This is an optimization exercise on Yosys and OpenROAD, whose aim is small area, not a production implementation.
At most, simulation tests tie the RTL to the original design; equivalence was not proved.
No activity file was given, so power comes from the tool's default toggle rates.

## medidor_potencia_ca
module medidor_potencia_ca (
  input  logic        clk,
  input  logic        rst,
  input  logic        enable,
  input  logic        sample_valid,
  input  logic [31:0] tensao,
  input  logic [31:0] corrente,
  output logic [63:0] potencia_media,
  output logic [31:0] v_pico,
  output logic [31:0] i_pico,
  output logic [15:0] window_count,
  output logic        result_valid
);
  logic        running;
  logic [9:0]  sample_count;
  logic [73:0] acc;
  logic [31:0] peak_v;
  logic [31:0] peak_i;
  logic [63:0] hold_mean;
  logic [31:0] hold_v;
  logic [31:0] hold_i;
  logic        res1, res2, res3;
  wire flush       = ~enable;
  wire accept      = running & enable & sample_valid;
  wire first       = (sample_count == 10'd0);
  wire window_end  = accept & (&sample_count);
  wire fire        = res3 & enable & ~rst;
  logic [15:0] bneg;
  logic [32:0] cb;
  assign cb = {corrente, 1'b0};
  logic [32:0] pp [16];
  logic [33:0] ta;
  assign ta = {tensao[31], tensao, 1'b0};
  logic [15:0] bone_n, btwo_n;
  logic [33:0] ta_n;
  assign ta_n = ~ta;
  for (genvar i = 0; i < 16; i++) begin : g_booth
    wire b2 = cb[2*i+2];
    wire b1 = cb[2*i+1];
    wire b0 = cb[2*i];
    assign bone_n[i] = ~(accept & (b1 ^ b0));
  ...
export LEC_CHECK = 0
export CAP_MARGIN = 0
export CORE_MARGIN = 2
export CORE_UTILIZATION = 40
export SLEW_MARGIN = 0
export SYNTH_HIERARCHICAL = 1
export SYNTH_MINIMUM_KEEP_SIZE = 0
create_clock -name core_clock -period 11.0 [get_ports {clk}]
standard.sh (not shown) runs the stock make flow with config.mk's settings and CLKGATE_MAP_FILE= SYNTH_SCRIPT=/design/flow/synth_recipe.tcl, a recipe that flattens the netlist after the stock synthesis.
==> flow/flow/run.sh <==
#!/bin/bash
# Standard layout, with the port buffers made from the smallest buffer cell and
# a clock tree with larger sink clusters and no dummy loads.
set -euo pipefail
bash standard.sh "BUFFER_PORTS_ARGS=-buffer_cell sky130_fd_sc_hd__buf_1" \
  "CTS_ARGS=-sink_clustering_enable -repair_clock_nets -dont_use_dummy_load -sink_clustering_size 24 -sink_clustering_max_diameter 100" \
  finish > flow_make.log 2>&1
==> next run, changes <==
--- a/flow/design.v
+++ b/flow/design.v
@@ -2661,17 +2661,14 @@
   assign sum[71] = cp71 ^ pgd13_70;
   assign sum[72] = cp72 ^ pgd10_71;
   assign sum[73] = cp73 ^ pgd13_72;
   logic [31:0] abs_v, abs_i, pv_next, pi_next;
   assign abs_v   = tensao[31]   ? (~tensao + 32'd1)   : tensao;
   assign abs_i   = corrente[31] ? (~corrente + 32'd1) : corrente;
-  logic gt_v, gt_i;
-  cmp_gt u_cmp_v (.a(abs_v), .b(peak_v), .gt(gt_v));
-  cmp_gt u_cmp_i (.a(abs_i), .b(peak_i), .gt(gt_i));
-  assign pv_next = (accept && (first || gt_v)) ? abs_v : peak_v;
-  assign pi_next = (accept && (first || gt_i)) ? abs_i : peak_i;
+  assign pv_next = (accept && (first || abs_v > peak_v)) ? abs_v : peak_v;
+  assign pi_next = (accept && (first || abs_i > peak_i)) ? abs_i : peak_i;
   always_ff @(posedge clk) begin
     if (rst)
       running <= 1'b0;
     else
       running <= enable;
   end
@@ -2711,42 +2708,12 @@
     potencia_media <= ({64{out_load}} & hold_mean) | ({64{out_keep}} & potencia_media);
     v_pico         <= ({32{out_load}} & hold_v)    | ({32{out_keep}} & v_pico);
     i_pico         <= ({32{out_load}} & hold_i)    | ({32{out_keep}} & i_pico);
     window_count   <= ({16{out_load}} & (window_count + 16'd1)) | ({16{out_keep}} & window_count);
   end
 endmodule
-module cmp_gt (
-  input  logic [31:0] a,
-  input  logic [31:0] b,
-  output logic        gt
-);
-  logic [31:0] g0, t0;
-  assign g0 = a & ~b;
-  assign t0 = a | ~b;
-  logic [15:0] g1, t1;
-  logic [7:0]  g2, t2;
-  logic [3:0]  g3, t3;
-  logic [1:0]  g4, t4;
-  for (genvar i = 0; i < 16; i++) begin : l1
-    assign g1[i] = g0[2*i+1] | (t0[2*i+1] & g0[2*i]);
-    assign t1[i] = t0[2*i+1] & t0[2*i];
-  end
-  for (genvar i = 0; i < 8; i++) begin : l2
-    assign g2[i] = g1[2*i+1] | (t1[2*i+1] & g1[2*i]);
-    assign t2[i] = t1[2*i+1] & t1[2*i];
-  end
-  for (genvar i = 0; i < 4; i++) begin : l3
-    assign g3[i] = g2[2*i+1] | (t2[2*i+1] & g2[2*i]);
-    assign t3[i] = t2[2*i+1] & t2[2*i];
-  end
-  for (genvar i = 0; i < 2; i++) begin : l4
-    assign g4[i] = g3[2*i+1] | (t3[2*i+1] & g3[2*i]);
-    assign t4[i] = t3[2*i+1] & t3[2*i];
-  end
-  assign gt = g4[1] | (t4[1] & g4[0]);
-endmodule
 module booth_sel (
   input  logic one_n,
   input  logic two_n,
   input  logic a_n,
   input  logic b_n,
   output logic sel
What happened: The new run completed without violations. Non-clock buffer count goes down by 3. Clock skew barely changes. Final cell count is about the same. Final area goes up by 0.39%. Utilization goes down by 0.35 points. Total power goes down by about 1.5%. Via count goes down by 2.1%. Sequential cell count stays the same. Setup slack degrades by 0.052 ns. Hold slack improves by 0.0094 ns.
The RTL of the first run of this note was laid out without a check of its function.

========
medidor_potencia_ca, a different RTL version from the one above (not shown whole).
Size: roughly 3500 cells after synthesis, ~430 flip-flops, ~210 I/O pins, roughly 0.039 sq mm of cells after synthesis.
export LEC_CHECK = 0
export CAP_MARGIN = 0
export CORE_MARGIN = 2
export CORE_UTILIZATION = 40
export SLEW_MARGIN = 0
export SYNTH_HIERARCHICAL = 1
export SYNTH_MINIMUM_KEEP_SIZE = 0
create_clock -name core_clock -period 11.0 [get_ports {clk}]
Scripts as last shown in full above: flow/flow/run.sh
The baseline passed the timing, design-rule and antenna checks.
Edit:
--- a/flow/design.v
+++ b/flow/design.v
@@ -2651,29 +2651,31 @@
   assign sum[62] = cp62 ^ pgd12_61;
   assign sum[63] = cp63 ^ pgd13_62;
   assign sum[64] = cp64 ^ pgu5_63;
   assign sum[65] = cp65 ^ pgd13_64;
   assign sum[66] = cp66 ^ pgd12_65;
   assign sum[67] = cp67 ^ pgd13_66;
   assign sum[68] = cp68 ^ pgd11_67;
   assign sum[69] = cp69 ^ pgd13_68;
   assign sum[70] = cp70 ^ pgd12_69;
   assign sum[71] = cp71 ^ pgd13_70;
   assign sum[72] = cp72 ^ pgd10_71;
   assign sum[73] = cp73 ^ pgd13_72;
-  logic [31:0] abs_v, abs_i, pv_next, pi_next;
+  logic [31:0] abs_v, abs_i, pv_m, pi_m, pv_next, pi_next;
   assign abs_v   = tensao[31]   ? (~tensao + 32'd1)   : tensao;
   assign abs_i   = corrente[31] ? (~corrente + 32'd1) : corrente;
-  assign pv_next = (accept && (first || abs_v > peak_v)) ? abs_v : peak_v;
-  assign pi_next = (accept && (first || abs_i > peak_i)) ? abs_i : peak_i;
+  assign pv_m    = first ? 32'd0 : peak_v;
+  assign pi_m    = first ? 32'd0 : peak_i;
+  assign pv_next = (accept && abs_v > pv_m) ? abs_v : pv_m;
+  assign pi_next = (accept && abs_i > pi_m) ? abs_i : pi_m;
   always_ff @(posedge clk) begin
     if (rst)
       running <= 1'b0;
     else
       running <= enable;
   end
   always_ff @(posedge clk) begin
     if (rst || flush)
       sample_count <= '0;
     else if (accept)
       sample_count <= sample_count + 10'd1;
   end
After rerunning: Clock power decreases by about 1%. Die area increases by 0.71%. Count of clock-buffer cells in the layout came out lower by 1. Wire length is higher by 0.91%. Final area goes up by 0.84%. Synthesized area goes up by 0.72%. First-iteration DRC count grows by 6.4%. Core utilization rises by 0.24 points.
Only the layout flow was run in the second run of this note; the RTL was not checked for function there.

==> what the ideal ports hide <==
The results above use ideal ports. As a check the final layouts listed here were re-extracted and re-timed, cells and wires unchanged. Step 1 sets driving cells, clkbuf_16 on the clock port and buf_2 on the other inputs (assumed; they add their load-dependent delay and slew). Step 2 also shifts input and output timing later by t, the mid clock arrival at the registers, as if the neighbouring blocks saw the same clock. Slacks: ideal / step 1 / step 2; pairs: ideal / step 1.
| run | shift t [ns] | slack for setup (ns) | hold WS [ns] | worst data-port slew with drivers (ns) | pins driven straight from the clock port |
|---|---|---|---|---|---|
| the first run of note 1 | 0.683 | 1.192 / 1.186 / 0.503 | 0.423 / 0.423 / 0.423 | 0.23 | 1 |
| the second run of note 1 | 0.661 | 1.141 / 1.186 / 0.524 | 0.433 / 0.433 / 0.433 | 0.11 | 1 |
| the first run of note 2 | 0.664 | 1.092 / 1.131 / 0.467 | 0.421 / 0.421 / 0.421 | 0.13 | 1 |
| the second run of note 2 | 0.664 | 0.976 / 1.017 / 0.352 | 0.430 / 0.430 / 0.430 | 0.19 | 1 |
After both steps every run listed still meets setup and hold. The setup slack of the first run of note 1, which loses most, moves by -0.006 ns with the drivers and by -0.689 ns with both steps.
